This design comes from an exercise in tuning for small area on the open sky130 flow, not from production work. Only simulation tests tie the RTL to the original design; equivalence was not proved.

==> flow/design.v, too long to show whole: its modules and the start of the top module <==
// module cordic_top: 1338 lines
module cordic_top (
    input  logic               i_clk,
    input  logic               i_reset,
    input  logic               i_valid,
    input  logic signed [31:0] i_x,
    input  logic signed [31:0] i_y,
    input  logic signed [31:0] i_angle,
    output logic               o_valid,
    output logic signed [31:0] o_x,
    output logic signed [31:0] o_y
);
  // ...
==> flow/run.sh <==
#!/bin/bash
# synth_recipe.tcl (not shown) runs the flow's synth.tcl, then flattens the netlist and writes it again
# the make line also repeats each setting of config.mk as NAME=value (left out here)
make -C /OpenROAD-flow-scripts/flow DESIGN_CONFIG=/design/flow/config.mk WORK_HOME=/design/flow/orfs CLKGATE_MAP_FILE= SYNTH_SCRIPT=/design/flow/synth_recipe.tcl finish
==> flow/config.mk <==
export PLATFORM = sky130hd
export DESIGN_NAME = cordic_top
export DESIGN_NICKNAME = cordic_top
export VERILOG_FILES = /design/flow/design.v
export SDC_FILE = /design/flow/constraint.sdc
export NUM_CORES = 4
export LEC_CHECK = 0
export CAP_MARGIN = 20
export CORE_MARGIN = 2
export CORE_UTILIZATION = 45
export CTS_BUF_LIST = sky130_fd_sc_hd__clkbuf_8
export GPL_TIMING_DRIVEN = 0
export SLEW_MARGIN = 20
==> flow/constraint.sdc <==
create_clock -name core_clock -period 6.0 [get_ports {i_clk}]
set_input_delay 1.2000 -clock core_clock [delete_from_list [all_inputs] [get_ports {i_clk}]]
set_output_delay 1.2000 -clock core_clock [all_outputs]
set_load 0.01 [all_outputs]
==> impl_metrics.tcl, run 1 <==
set metrics [dict create \
    outcome "complete, but fails checks" \
    so_faults "negative setup slack" \
    die_y_um 480.6 \
    regArea_um2 25260 \
    nNonClkBuffers 589 \
    rrSetupSlack_ps 100 \
    crit_buf_inv 4 \
    buffer_area_share_pct 3.669 \
    routedWlPerCell_um 17.57 \
    boundaryPins 164 \
    fp.dieW_um 480.6 \
    hold_buffers 0 \
    finalWorstSetupSlack_ps -74.22 \
    row_count 174 \
    grt_max_degree 20 \
    hold_viol 0 \
    synth-simple-area-share_pct 16.43 \
    whs_path_depth 0 \
    clkCellAreaFrac_pct 4.370 \
    cts_num_sinks 1256 \
    synthFlopType "dfxtp_1" \
    initial_utilization_pct 45.36 \
    cpPeakStageDelay_ps 440 \
    finalSetupViolCount 3 \
    vias 80040 \
    cts_tree "done" \
]
==> run 2: changes to the inputs <==
--- a/flow/design.v
+++ b/flow/design.v
@@ -641,76 +641,88 @@
     logic signed [30:0] g4x, gt4x, gs4x;
     assign gs4x = x_r19 >>> 9;
     assign gt4x = gs4x & {31{~ex_r19}};
     assign g4x = 31'(add_c(32'(x_r19), 32'(gt4x), cx_r19 & ~ex_r19));
     logic signed [30:0] g4y, gt4y, gs4y;
     assign gs4y = y_r19 >>> 9;
     assign gt4y = gs4y & {31{~ex_r19}};
     assign g4y = 31'(add_c(32'(y_r19), 32'(gt4y), cy_r19 & ~ex_r19));
+    logic signed [30:0] gsl5x, gtl5x, gm5x;
+    logic [16:0] gll5x;
+    logic gk5x;
+    assign gsl5x = g4x >>> 10;
+    assign gtl5x = ~gsl5x & {31{~ex_r19}};
+    assign gll5x = add_h(g4x[15:0], gtl5x[15:0], ~cx_r19 & ~ex_r19, 1'b0);
+    assign gm5x = {g4x[30:16], gll5x[15:0]};
+    assign gk5x = gll5x[16];
+    logic signed [30:0] gsl5y, gtl5y, gm5y;
+    logic [16:0] gll5y;
+    logic gk5y;
+    assign gsl5y = g4y >>> 10;
+    assign gtl5y = ~gsl5y & {31{~ex_r19}};
+    assign gll5y = add_h(g4y[15:0], gtl5y[15:0], ~cy_r19 & ~ex_r19, 1'b0);
+    assign gm5y = {g4y[30:16], gll5y[15:0]};
+    assign gk5y = gll5y[16];
     logic signed [30:0] x_r20;
     logic signed [30:0] y_r20;
     logic [0:0] cx_r20;
     logic [0:0] cy_r20;
+    logic [0:0] gkx_r20;
+    logic [0:0] gky_r20;
     logic [0:0] flip_r20;
     logic [0:0] ex_r20;
     logic [0:0] q1_r20;
     logic v_r20;
-    logic signed [30:0] g5x, gt5x, gs5x;
-    assign gs5x = x_r20 >>> 10;
-    assign gt5x = ~gs5x & {31{~ex_r20}};
-    assign g5x = 31'(add_c(32'(x_r20), 32'(gt5x), ~cx_r20 & ~ex_r20));
-    logic signed [30:0] g5y, gt5y, gs5y;
-    assign gs5y = y_r20 >>> 10;
-    assign gt5y = ~gs5y & {31{~ex_r20}};
-    assign g5y = 31'(add_c(32'(y_r20), 32'(gt5y), ~cy_r20 & ~ex_r20));
-    logic signed [30:0] x_r21;
-    logic signed [30:0] y_r21;
-    logic [0:0] cx_r21;
-    logic [0:0] cy_r21;
-    logic [0:0] flip_r21;
-    logic [0:0] ex_r21;
-    logic [0:0] q1_r21;
-    logic v_r21;
-    logic signed [30:0] g6x, gt6x, gs6x;
-    assign gs6x = x_r21 >>> 11;
-    assign gt6x = ~gs6x & {31{~ex_r21}};
-    assign g6x = 31'(add_c(32'(x_r21), 32'(gt6x), ~cx_r21 & ~ex_r21));
-    logic signed [30:0] g6y, gt6y, gs6y;
-    assign gs6y = y_r21 >>> 11;
-    assign gt6y = ~gs6y & {31{~ex_r21}};
-    assign g6y = 31'(add_c(32'(y_r21), 32'(gt6y), ~cy_r21 & ~ex_r21));
+    logic signed [30:0] gsh5x, g5x;
+    logic [14:0] gth5x;
+    logic [16:0] glh5x;
+    assign gsh5x = x_r20 >>> 10;
+    assign gth5x = ~gsh5x[30:16] & {15{~ex_r20}};
+    assign glh5x = add_h({x_r20[30], x_r20[30:16]}, {gth5x[14], gth5x}, gkx_r20, 1'b0);
+    assign g5x = {glh5x[14:0], x_r20[15:0]};
+    logic signed [30:0] gsh5y, g5y;
+    logic [14:0] gth5y;
+    logic [16:0] glh5y;
+    assign gsh5y = y_r20 >>> 10;
+    assign gth5y = ~gsh5y[30:16] & {15{~ex_r20}};
+    assign glh5y = add_h({y_r20[30], y_r20[30:16]}, {gth5y[14], gth5y}, gky_r20, 1'b0);
+    assign g5y = {glh5y[14:0], y_r20[15:0]};
     logic pax, pbx;
-    assign pax = cx_r21 ^ flip_r21;
-    assign pbx = ex_r21 ? ~flip_r21 : ~(cx_r21 ^ flip_r21);
+    assign pax = cx_r20 ^ flip_r20;
+    assign pbx = ~flip_r20;
     logic pay, pby;
-    assign pay = cy_r21 ^ q1_r21;
-    assign pby = ex_r21 ? ~q1_r21 : ~(cy_r21 ^ q1_r21);
+    assign pay = cy_r20 ^ q1_r20;
+    assign pby = ~q1_r20;
+    logic signed [30:0] g6x, gt6x, gs6x;
+    assign gs6x = g5x >>> 11;
+    assign gt6x = ~gs6x & {31{~ex_r20}};
+    assign g6x = 31'(add_x(32'(g5x), 32'(gt6x), ~cx_r20 & ~ex_r20, pax));
+    logic signed [30:0] g6y, gt6y, gs6y;
+    assign gs6y = g5y >>> 11;
+    assign gt6y = ~gs6y & {31{~ex_r20}};
+    assign g6y = 31'(add_x(32'(g5y), 32'(gt6y), ~cy_r20 & ~ex_r20, pay));
     logic signed [30:0] x_r22;
     logic signed [30:0] y_r22;
     logic [0:0] cx_r22;
     logic [0:0] cy_r22;
-    logic [0:0] pax_r22;
     logic [0:0] pbx_r22;
-    logic [0:0] pay_r22;
     logic [0:0] pby_r22;
     logic [0:0] flip_r22;
     logic [0:0] ex_r22;
     logic [0:0] q1_r22;
     logic v_r22;
-    logic signed [30:0] fax, fbx, fx, fsx;
+    logic signed [30:0] fbx, fx, fsx;
     assign fsx = x_r22 >>> 14;
-    assign fax = x_r22 ^ {31{pax_r22}};
-    assign fbx = (fsx & {31{~ex_r22}}) ^ {31{pbx_r22}};
-    assign fx = 31'(add_f(32'(fax), 32'(fbx), 1'b1));
-    logic signed [30:0] fay, fby, fy, fsy;
+    assign fbx = ex_r22 ? {31{pbx_r22}} : ~fsx;
+    assign fx = 31'(add_f(32'(x_r22), 32'(fbx), 1'b1));
+    logic signed [30:0] fby, fy, fsy;
     assign fsy = y_r22 >>> 14;
-    assign fay = y_r22 ^ {31{pay_r22}};
-    assign fby = (fsy & {31{~ex_r22}}) ^ {31{pby_r22}};
-    assign fy = 31'(add_f(32'(fay), 32'(fby), 1'b1));
+    assign fby = ex_r22 ? {31{pby_r22}} : ~fsy;
+    assign fy = 31'(add_f(32'(y_r22), 32'(fby), 1'b1));
     assign o_x = {fx[30], fx};
     assign o_y = {fy[30], fy};
     assign o_valid = v_r22;
     always_ff @(posedge i_clk) begin
         x_r1 <= xm2;
         y_r1 <= ym2;
         z_r1 <= z3;
         d1_r1 <= d1;
@@ -833,75 +845,66 @@
         q1_r17 <= q1_r15;
         x_r19 <= g3x;
         y_r19 <= g3y;
         cx_r19 <= cx_r17;
         cy_r19 <= cy_r17;
         flip_r19 <= flip_r17;
         ex_r19 <= ex_r17;
         q1_r19 <= q1_r17;
-        x_r20 <= g4x;
-        y_r20 <= g4y;
+        x_r20 <= gm5x;
+        y_r20 <= gm5y;
         cx_r20 <= cx_r19;
         cy_r20 <= cy_r19;
+        gkx_r20 <= gk5x;
+        gky_r20 <= gk5y;
         flip_r20 <= flip_r19;
         ex_r20 <= ex_r19;
         q1_r20 <= q1_r19;
-        x_r21 <= g5x;
-        y_r21 <= g5y;
-        cx_r21 <= cx_r20;
-        cy_r21 <= cy_r20;
-        flip_r21 <= flip_r20;
-        ex_r21 <= ex_r20;
-        q1_r21 <= q1_r20;
         x_r22 <= g6x;
         y_r22 <= g6y;
-        cx_r22 <= cx_r21;
-        cy_r22 <= cy_r21;
-        pax_r22 <= pax;
+        cx_r22 <= cx_r20;
+        cy_r22 <= cy_r20;
         pbx_r22 <= pbx;
-        pay_r22 <= pay;
         pby_r22 <= pby;
-        flip_r22 <= flip_r21;
-        ex_r22 <= ex_r21;
-        q1_r22 <= q1_r21;
+        flip_r22 <= flip_r20;
+        ex_r22 <= ex_r20;
+        q1_r22 <= q1_r20;
     end
     always_ff @(posedge i_clk or negedge i_reset) begin
         if (!i_reset) begin
             v_r1 <= 1'b0;
             v_r3 <= 1'b0;
             v_r4 <= 1'b0;
             v_r6 <= 1'b0;
             v_r7 <= 1'b0;
             v_r9 <= 1'b0;
             v_r10 <= 1'b0;
             v_r12 <= 1'b0;
             v_r13 <= 1'b0;
             v_r15 <= 1'b0;
             v_r17 <= 1'b0;
             v_r19 <= 1'b0;
             v_r20 <= 1'b0;
-            v_r21 <= 1'b0;
             v_r22 <= 1'b0;
         end else begin
             v_r1 <= i_valid;
             v_r3 <= v_r1;
             v_r4 <= v_r3;
             v_r6 <= v_r4;
             v_r7 <= v_r6;
             v_r9 <= v_r7;
             v_r10 <= v_r9;
             v_r12 <= v_r10;
             v_r13 <= v_r12;
             v_r15 <= v_r13;
             v_r17 <= v_r15;
             v_r19 <= v_r17;
             v_r20 <= v_r19;
-            v_r21 <= v_r20;
-            v_r22 <= v_r21;
+            v_r22 <= v_r20;
         end
     end
     function automatic logic [31:0] add_c(input logic [31:0] a, input logic [31:0] b, input logic c);
         logic [31:0] p, g, gg, pp;
         p = a ^ b;
         g = a & b;
         g[0] = g[0] | (p[0] & c);
         gg = g; pp = p;
==> impl_metrics.tcl, run 2 <==
set metrics [dict create \
    synth_cell_type_count 114 \
    synthTopCellsByArea "dfxtp_1, ha_1, xnor2_1, xor2_1, fa_1" \
    syn_to_final_growth_pct 13.92 \
    maxSlewViolCount 0 \
    synth_top_area_share_pct 23.46 \
    netlist_area_um2 100200 \
    routed_via_density 5.310 \
    drtIter0Drc 3846 \
    final_cell_area_um2 114100 \
    hold_viol 0 \
    tightest_slew_ps 1213 \
    cp_max_fo 8 \
    yosys-mux-area-fraction_pct 1.594 \
    instances_no_fill 15090 \
    holdWs_ps 316.3 \
    overflow 0 \
    nets 13690 \
    fmax_ghz 0.1666 \
    dp.cells 14540 \
    fin_crit_ps 6003 \
    dpl.hpwl_mm 211.6 \
    antenna_found_initial 6 \
    crit_chain "inv_8 -> nor2_4 -> buf_12 -> buf_8 -> a21oi_4 -> ha_4 -> o21ai_4 -> a21oi_4 -> a221o_1 -> or4b_4 -> a41oi_4 -> o31ai_4 -> o31a_1 -> o21a_1 -> a21o_1 -> a21oi_4 -> xnor2_2 -> buf_4 -> buf_6" \
    clock_path_buffers 3 \
    row_count 173 \
    grt_first_pass_wirelength_mm 411.1 \
    mostFrequentLayoutCell "ha_1" \
    cpPeakStageDelay_ps 510 \
    htree_levels 4 \
    grt_max_degree 20 \
    setup.worst_path.end_class "output pin" \
    synth_top_family_by_area "adder cells" \
    synth-compound-area-share_pct 15.16 \
    gp_congestion 0.9130 \
    so_faults "negative setup slack" \
    routed_wl_mm 258.5 \
    finalCritPeriodShare_pct 100.1 \
    clk_pin_slew_ps 60 \
    final_cell_mix "ha_1, xnor2_1, dfxtp_1, nor2_1, inv_1" \
    drive_gt1_share_pct 9.442 \
    remaining_drc_errors 0 \
    yosysSeqAreaShare_pct 23.81 \
    drt-pass1-iter-count 6 \
    synth_seq_cells 1188 \
    synth_fa_ha_area_share_pct 21.99 \
    ctsRootBufferMaster "clkbuf_8" \
    outcome "complete, but fails checks" \
    cts_num_sinks 1188 \
    cts_made_buffers 206 \
    finalWorstSetupSlack_ps -3.075 \
    cp.required_ps 4800 \
    ys_warn_count 1 \
    synth_edf_count 0 \
    synth-xor-area-share_pct 17.56 \
    rrSetupSlack_ps 70 \
    synthFlopType "dfxtp_1" \
    worst_path_most_repeated_cell "a21oi_4" \
    cp_slowest_cell "or4b_4" \
    worstSetupStartpointType "flip-flop" \
    cp.arrival_ps 4800 \
    maxCapViolCount 0 \
    dieArea_um2 226400 \
    skew_ps 53.17 \
    rsz0062_at_grt "true" \
    yosysTopAreaCell "dfxtp_1" \
    avgSynthCellArea_um2 8.782 \
    critPathKind "flip-flop to output pin" \
    initial_utilization_pct 45.15 \
    syn_nets 13160 \
    hp-class "flip-flop to flip-flop" \
    routedWlPerCell_um 17.13 \
    async_flop_share_pct 1.178 \
    finalSetupViolCount 2 \
    synth_commonest_cells "ha_1, xnor2_1, dfxtp_1, nor2_1, a21oi_1" \
    synth-simple-area-share_pct 16.29 \
    boundaryPins 164 \
    core_um2 221900 \
    vias 80130 \
    fp.dieW_um 475.8 \
    synthCells 11410 \
    post_dp_cell_area_um2 105500 \
    grt_usage_pct 22.23 \
    cts_tree "done" \
    die_y_um 475.8 \
    clk-insertion-delay-late_ps 990 \
    ant_nets 0 \
    max-slew-margin-rel_pct 17.06 \
    synth_most_common_cell "ha_1" \
    grt_pass1_vias 80180 \
    port_buffers 154 \
]
-- run 2: cell count changes in the layout (fill, tap and decap cells not counted), moves of 33 or more --
cell / previous run / this run
a21o_1: 406 / 369
a21oi_2: 32 / 69
dfxtp_1: 1227 / 1164
nand2_1: 437 / 483
nand2b_1: 459 / 382
nor2b_1: 578 / 525
nor3_1: 214 / 277
o21a_1: 165 / 198
xor2_1: 609 / 558
-- run 2: stage by stage --
stage	utilization [%]	TNS (ps)	setup WS, ps
6_report	51.44	-4.458	-3.075
5_1_grt	51.43	-1685	-219.0
4_1_cts	50.44	-234.7	-118.1
3_5_place_dp	47.56	-177890	-1786
3_3_place_gp	47.54	-156810	-1715
2_1_floorplan	-	0	16.85
-- run 2: layout make-up --
type	instances	area [um^2]
fillers	20770	107700
multi-input cells	9274	75040
flip-flops and latches	1188	23890
well taps	2975	3722
clock buffers	256	3523
repair buffers	327	2878
inverters	671	2540
plain buffers	268	1420
clock inverters	121	1085
diodes	10	25.02
-- run 2: worst paths after layout --
check,start,endpoint,cells after the start
setup / recovery,ex_r22,o_x[30],19
hold / removal,q1_r12,q1_r13,0
setup reg to reg,ex_r15,y_r17[30],28
hold reg to reg,q1_r12,q1_r13,0
max in group asynchronous,i_reset,v_r9,1
min in group asynchronous,i_reset,v_r1,1
-- run 2: cell families (layout without fill, tap and decap cells) --
kind of cell / count (synthesis) / after routing
compound gates: 2313 / 2313
other cells: 1 / 11
simple gates: 3163 / 3163
mux: 157 / 157
xor+xnor: 1990 / 1990
flops: 1188 / 1188
fa+ha+maj: 1650 / 1650
buf+inv: 946 / 1643
-- run 2: worst max-delay path: cells and delay by family, from the launching register on --
| family | cells | cell delay, ps |
|---|---|---|
| flops | 1 | 360 |
| simple gates | 2 | 560 |
| buf+inv | 5 | 570 |
| compound gates | 10 | 1970 |
| xor+xnor | 1 | 150 |
| fa+ha+maj | 1 | 230 |
-- run 2: routing by layer --
| metal | part of all wire, % | GRT usage (%) | vias to the layer above |
|---|---|---|---|
| met5 | 0 | 0 | - |
| met4 | 2.3 | 5.800 | 0 |
| met3 | 3.2 | 2.447 | 366 |
| met2 | 49 | 39.41 | 1191 |
| met1 | 46 | 28.48 | 38160 |
| li1 | - | - | 40410 |
-- run 2: timing repair --
item / 4_1_cts / 5_1_grt
hold buffers: 0 / 0
cloned: 2 / 0
gates resized for setup: 360 / 401
pin swaps: 85 / 162
hold endpoints to repair: 0 / 0
setup buffers: 73 / 97
setup endpoints to repair: 290 / 173
==> run 3: changes to the inputs <==
--- a/flow/config.mk
+++ b/flow/config.mk
@@ -12,2 +12,3 @@
 export GPL_TIMING_DRIVEN = 0
+export SETUP_SLACK_MARGIN = 0.1
 export SLEW_MARGIN = 20
==> impl_metrics.tcl, run 3 <==
set metrics [dict create \
    clk-insertion-delay-late_ps 950 \
    cts_tree "done" \
    grt_first_pass_wirelength_mm 414.8 \
    fp.dieW_um 475.8 \
    synth_most_common_cell "ha_1" \
    final_cell_area_um2 114600 \
    rr_startpoint "ex_r15" \
    vias 80070 \
    die_y_um 475.8 \
    core_um2 221900 \
    grt_pass1_vias 80920 \
    syn_nets 13160 \
    hold-path-endpoint "q1_r12" \
    skew_ps 48.75 \
    cp.arrival_ps 4710 \
    port_buffers 154 \
    synth_cell_type_count 114 \
    cp_max_fo 8 \
    post_dp_cell_area_um2 105500 \
    gp_congestion 0.9157 \
    whs_path_depth 0 \
    fillers 20710 \
    clock_path_buffers 3 \
    ant_nets 0 \
    outcome "finished clean" \
    rrSetupSlack_ps 180 \
    remaining_drc_errors 0 \
    row_count 173 \
    antenna_found_initial 6 \
    synthFlopType "dfxtp_1" \
    maxCapViolCount 0 \
    yosysSeqAreaShare_pct 23.81 \
    pre_cts_ws_ps -1625 \
    final_cell_mix "ha_1, xnor2_1, dfxtp_1, nor2_1, inv_1" \
    boundaryPins 164 \
    routedWlPerCell_um 17.16 \
    grt_usage_pct 22.46 \
    fin_crit_ps 5909 \
    htree_levels 4 \
    overflow 0 \
    syn_to_final_growth_pct 14.39 \
    maxSlewViolCount 0 \
    hold_viol 0 \
    cpPeakStageDelay_ps 510 \
    startpoint "ex_r22" \
    drive_gt1_share_pct 10.14 \
    max-slew-margin-rel_pct 19.26 \
    nets 13740 \
    cts_num_sinks 1188 \
    synth_top_area_share_pct 23.46 \
    synth_commonest_cells "ha_1, xnor2_1, dfxtp_1, nor2_1, a21oi_1" \
    synthCells 11410 \
    drtIter0Drc 3575 \
    synth_edf_count 0 \
    hold_buffers 0 \
    mostFrequentLayoutCell "ha_1" \
    drt-pass1-iter-count 7 \
    yosysTopAreaCell "dfxtp_1" \
    dieArea_um2 226400 \
    hp-class "flip-flop to flip-flop" \
    tightest_slew_ps 1181 \
    ctsRootBufferMaster "clkbuf_8" \
    async_flop_share_pct 1.178 \
    r2r_cells 28 \
    critPathKind "flip-flop to output pin" \
    cp.required_ps 4800 \
    finalWorstSetupSlack_ps 90.61 \
    synth_seq_cells 1188 \
    hp-start "q1_r10" \
    initial_utilization_pct 45.15 \
    grt_max_degree 20 \
    avgSynthCellArea_um2 8.782 \
    worstSetupStartpointType "flip-flop" \
    routed_wl_mm 259.7 \
    regToRegEndpoint "y_r17[30]" \
    cts_made_buffers 200 \
    fmax_ghz 0.1692 \
    rsz0062_at_grt "true" \
    setup.worst_path.end_class "output pin" \
    synthTopCellsByArea "dfxtp_1, ha_1, xnor2_1, xor2_1, fa_1" \
    clk_pin_slew_ps 60 \
    finalSetupViolCount 0 \
    ys_warn_count 1 \
    crit_chain "inv_8 -> nor2_4 -> buf_8 -> a21oi_1 -> ha_1 -> o21ai_2 -> a21oi_2 -> a221o_1 -> or4b_4 -> a41oi_4 -> o31ai_2 -> o31a_1 -> o21a_1 -> a21o_1 -> a21oi_4 -> xnor2_2 -> buf_4 -> buf_6" \
    finalCritPeriodShare_pct 98.49 \
    netlist_area_um2 100200 \
    routed_via_density 5.290 \
    cp_slowest_cell "or4b_4" \
    dpl.hpwl_mm 212.5 \
]
-- run 3: cell counts after synthesis --
Identical to the previous run, type by type.
-- run 3: timing repair --
action / 4_1_cts / 5_1_grt
resized for setup: 443 / 390
setup buffers: 119 / 109
cloned: 1 / 2
pin swaps: 122 / 195
endpoints found under the setup margin: 304 / 180
-- run 3: final cells by class --
class	instances	area [um^2]	share of cell area, %
multi-input cells	9274	75190	65.61
flip-flops and latches	1188	23890	20.84
well taps	2975	3722	3.248
clock buffers	250	3441	3.002
repair buffers	384	3299	2.879
inverters	671	2535	2.212
plain buffers	271	1519	1.325
clock inverters	117	984.7	0.8593
diodes	7	17.52	0.01529
-- run 3: how the worst max path moves through the flow --
stage               end  slack (ps)
2_1_floorplan     kx_r1         100
3_3_place_gp   y_r1[15]       -1590
3_5_place_dp   y_r1[15]       -1630
4_1_cts         o_x[31]         -70
5_1_grt         o_x[31]        -100
6_report        o_x[31]          90
-- run 3: cells by family after synthesis --
| family | share of synthesized area [%] |
|---|---|
| AO/OA/AOI/OAI | 15.16 |
| multiplexers | 1.594 |
| adder cells (fa/ha/maj) | 21.99 |
| flip-flops | 23.81 |
| AND/OR/NAND/NOR | 16.29 |
| XOR/XNOR | 17.56 |
| buffers and inverters | 3.591 |
| other | 0.003743 |
-- run 3: critical path: cells and delay by family (launching register included) --
kind            cells  cell delay (ps)
xor+xnor            1              150
fa+ha+maj           1              350
buf+inv             4              440
flops               1              380
simple gates        2              700
compound gates     10             1750
-- run 3: per-layer routing --
metal | share of wire, % | track usage, %
met1 | 46 | 28.65
met2 | 49 | 39.81
met3 | 3.3 | 2.466
met4 | 2.4 | 6.221
met5 | 0 | 0
-- run 3: through the flow --
stage | hold slack, ps | utilization [%] | TNS (ps) | instances
2_1_floorplan | 309.6 | - | 0 | 11410
3_3_place_gp | 309.5 | 47.55 | -156870 | 14540
3_5_place_dp | 312.1 | 47.56 | -178210 | 14540
4_1_cts | 319.0 | 50.64 | -80.70 | 15020
5_1_grt | 328.8 | 51.65 | -439.3 | 15140
6_report | 319.2 | 51.65 | 0 | 15140
==> run 4: changes to the inputs <==
--- a/flow/config.mk
+++ b/flow/config.mk
@@ -9,3 +9,3 @@
 export CORE_MARGIN = 2
-export CORE_UTILIZATION = 45
+export CORE_UTILIZATION = 50
 export CTS_BUF_LIST = sky130_fd_sc_hd__clkbuf_8
==> impl_metrics.tcl, run 4 <==
set metrics [dict create \
    met1_length_mm 123.2 \
    ys_warn_count 1 \
    boundaryPins 164 \
    tightest_slew_ps 1104 \
    yosysTopAreaCell "dfxtp_1" \
    grt_usage_pct 25.19 \
    ctsRootBufferMaster "clkbuf_8" \
    cts_made_buffers 206 \
    fin_crit_ps 5904 \
    row_count 164 \
    synthFlopType "dfxtp_1" \
    syn_to_final_growth_pct 14.28 \
    yosysSeqAreaShare_pct 23.81 \
    fmax_ghz 0.1694 \
    async_flop_share_pct 1.178 \
    instances_no_fill 14810 \
    routedWlPerCell_um 17.85 \
    gp_congestion 0.8937 \
    netlist_area_um2 100200 \
    synth_cell_type_count 114 \
    cp_max_fo 8 \
    port_buffers 154 \
    max-slew-margin-rel_pct 26.01 \
    hp-class "flip-flop to flip-flop" \
    skew_ps 65.89 \
    regArea_um2 23890 \
    remaining_drc_errors 0 \
    rsz0062_at_grt "true" \
    maxSlewViolCount 0 \
    drive_gt1_share_pct 10.28 \
    wl_met3_mm 10.52 \
    maxCapViolCount 0 \
    grt_max_degree 20 \
    core_um2 199500 \
    dpl.hpwl_mm 216.6 \
    cts_num_sinks 1188 \
    top_layer "met5" \
    overflow 0 \
    syn_nets 13160 \
    synth_most_common_cell "ha_1" \
    avgSynthCellArea_um2 8.782 \
    routed_via_density 5.444 \
    fp.dieW_um 451.6 \
    die_y_um 451.6 \
    synth_seq_cells 1188 \
    drtIter0Drc 4035 \
    critPathKind "flip-flop to output pin" \
    final_cell_area_um2 114500 \
    nets 13730 \
    synth_edf_count 0 \
    routed_wl_mm 264.4 \
    mostFrequentLayoutCell "ha_1" \
    antenna_found_initial 7 \
    post_dp_cell_area_um2 105200 \
    cp.required_ps 4800 \
    cts_tree "done" \
    ant_nets 0 \
    synth_top_area_share_pct 23.46 \
    holdWs_ps 296.3 \
    clk_pin_slew_ps 70 \
    final_cell_mix "ha_1, xnor2_1, dfxtp_1, nor2_1, inv_1" \
    fillers 18210 \
    vias 80640 \
    hold_viol 0 \
    cp.arrival_ps 4700 \
    initial_utilization_pct 50.23 \
    synthTopCellsByArea "dfxtp_1, ha_1, xnor2_1, xor2_1, fa_1" \
    synth_commonest_cells "ha_1, xnor2_1, dfxtp_1, nor2_1, a21oi_1" \
    worstSetupStartpointType "flip-flop" \
    dieArea_um2 204000 \
    multiInputGateArea_um2 75350 \
    synthCells 11410 \
    clock_path_buffers 3 \
    outcome "finished clean" \
    finalCritPeriodShare_pct 98.40 \
    clk-insertion-delay-late_ps 990 \
    setup.worst_path.end_class "output pin" \
    grt_pass1_vias 80300 \
    drt-pass1-iter-count 6 \
    htree_levels 4 \
    dp.cells 14220 \
    wl_met2_mm 124.5 \
    finalSetupViolCount 0 \
    grt_first_pass_wirelength_mm 417.9 \
]
[run 4: layout make-up]
class	count	area share (%)
Antenna cell	3	0.006558
Multi-Input combinational cell	9274	65.82
Inverter	671	2.215
Tap cell	2656	2.903
Clock buffer	256	3.078
Timing Repair Buffer	371	2.811
Clock inverter	121	0.9410
Buffer	273	1.360
Sequential cell	1188	20.87
[run 4: timing repair]
action / 4_1_cts / 5_1_grt
endpoints found under the setup margin: 320 / 180
buffers inserted: 115 / 96
resized for setup: 463 / 388
hold buffers: 0 / 0
pin swaps: 115 / 190
cloned: 3 / 1
[run 4: kinds of logic after synthesis]
family	Yosys count	share of synthesized area, %
AOI/OAI and AO/OA	2313	15.16
xor gates and xnor gates	1990	17.56
adders and majority gates	1650	21.99
buffers and inverters	946	3.591
DFF	1188	23.81
muxes	157	1.594
other	1	0.003743
and+or+nand+nor	3163	16.29
[run 4: layer usage]
metal / vias to the layer above / track usage (%)
met5: - / 0
met2: 1418 / 42.80
met1: 38350 / 33.46
met3: 355 / 3.194
li1: 40510 / -
met4: 4 / 6.903
[run 4: worst max-delay path, stage by stage, from the launching register on]
cell and delay, ps:
dfxtp_4 370, inv_8 50, buf_6 120, clkbuf_16 150, a21oi_2 130, ha_2 300, o21ai_2 140, a21oi_2 90
a221o_1 350, or4b_4 510, a41oi_4 250, o31ai_4 80, o31a_1 280, o21a_1 200, a21o_1 170, a21oi_2 180
xnor2_2 150, buf_4 140, buf_6 90
[run 4: through the flow]
step	utilization, %	setup WS (ps)	setup TNS (ps)
3_5_place_dp	52.74	-1817	-188410
5_1_grt	57.40	-95.39	-201.3
4_1_cts	56.32	5.326	0
2_1_floorplan	-	104.0	0
3_3_place_gp	52.70	-1680	-181360
6_report	57.40	96.11	0
[run 4: final timing paths]
check,start,cells past startpoint,slack [ps],end
hold / removal,z_r1[0],0,300,z_r3[0]
max in group asynchronous,i_reset,1,5000,v_r10
setup reg to reg,ex_r12,36,230,kx_r13
min in group asynchronous,i_reset,1,620,v_r22
hold reg to reg,z_r1[0],0,300,z_r3[0]
setup / recovery,ex_r22,18,100,o_x[31]

-- what the ideal ports hide --
The flow's constraints put no driver on any port. The routed layouts listed below were extracted and timed again, unchanged, in two steps. Step 1 (the two cells are an assumption about what drives the block):
set clk [get_ports {i_clk}]
set_driving_cell -lib_cell sky130_fd_sc_hd__clkbuf_16 $clk
set_driving_cell -lib_cell sky130_fd_sc_hd__buf_2 [delete_from_list [all_inputs] $clk]
Step 2 also shifts input and output timing later by t, the mid clock arrival at the registers, as if the neighbouring blocks saw the same clock. a / b / c = no drivers / after step 1 / after step 2; a / b = the first two.
run | t (ns) | setup WS [ns] | latest minus earliest clock arrival (ns)
run 1 | 1.050 | -0.074 / -0.160 / -0.702 | 0.064 / 0.063
run 2 | 1.048 | -0.003 / -0.091 / -0.676 | 0.069 / 0.069
run 3 | 1.014 | 0.091 / 0.008 / -0.580 | 0.058 / 0.057
run 4 | 1.037 | 0.096 / 0.017 / -0.619 | 0.071 / 0.070
Met with ideal ports but missed after step 2: setup timing in run 3 and run 4. For run 4, which loses most, drivers alone change the setup slack by -0.079 ns; drivers and shift together by -0.715 ns.
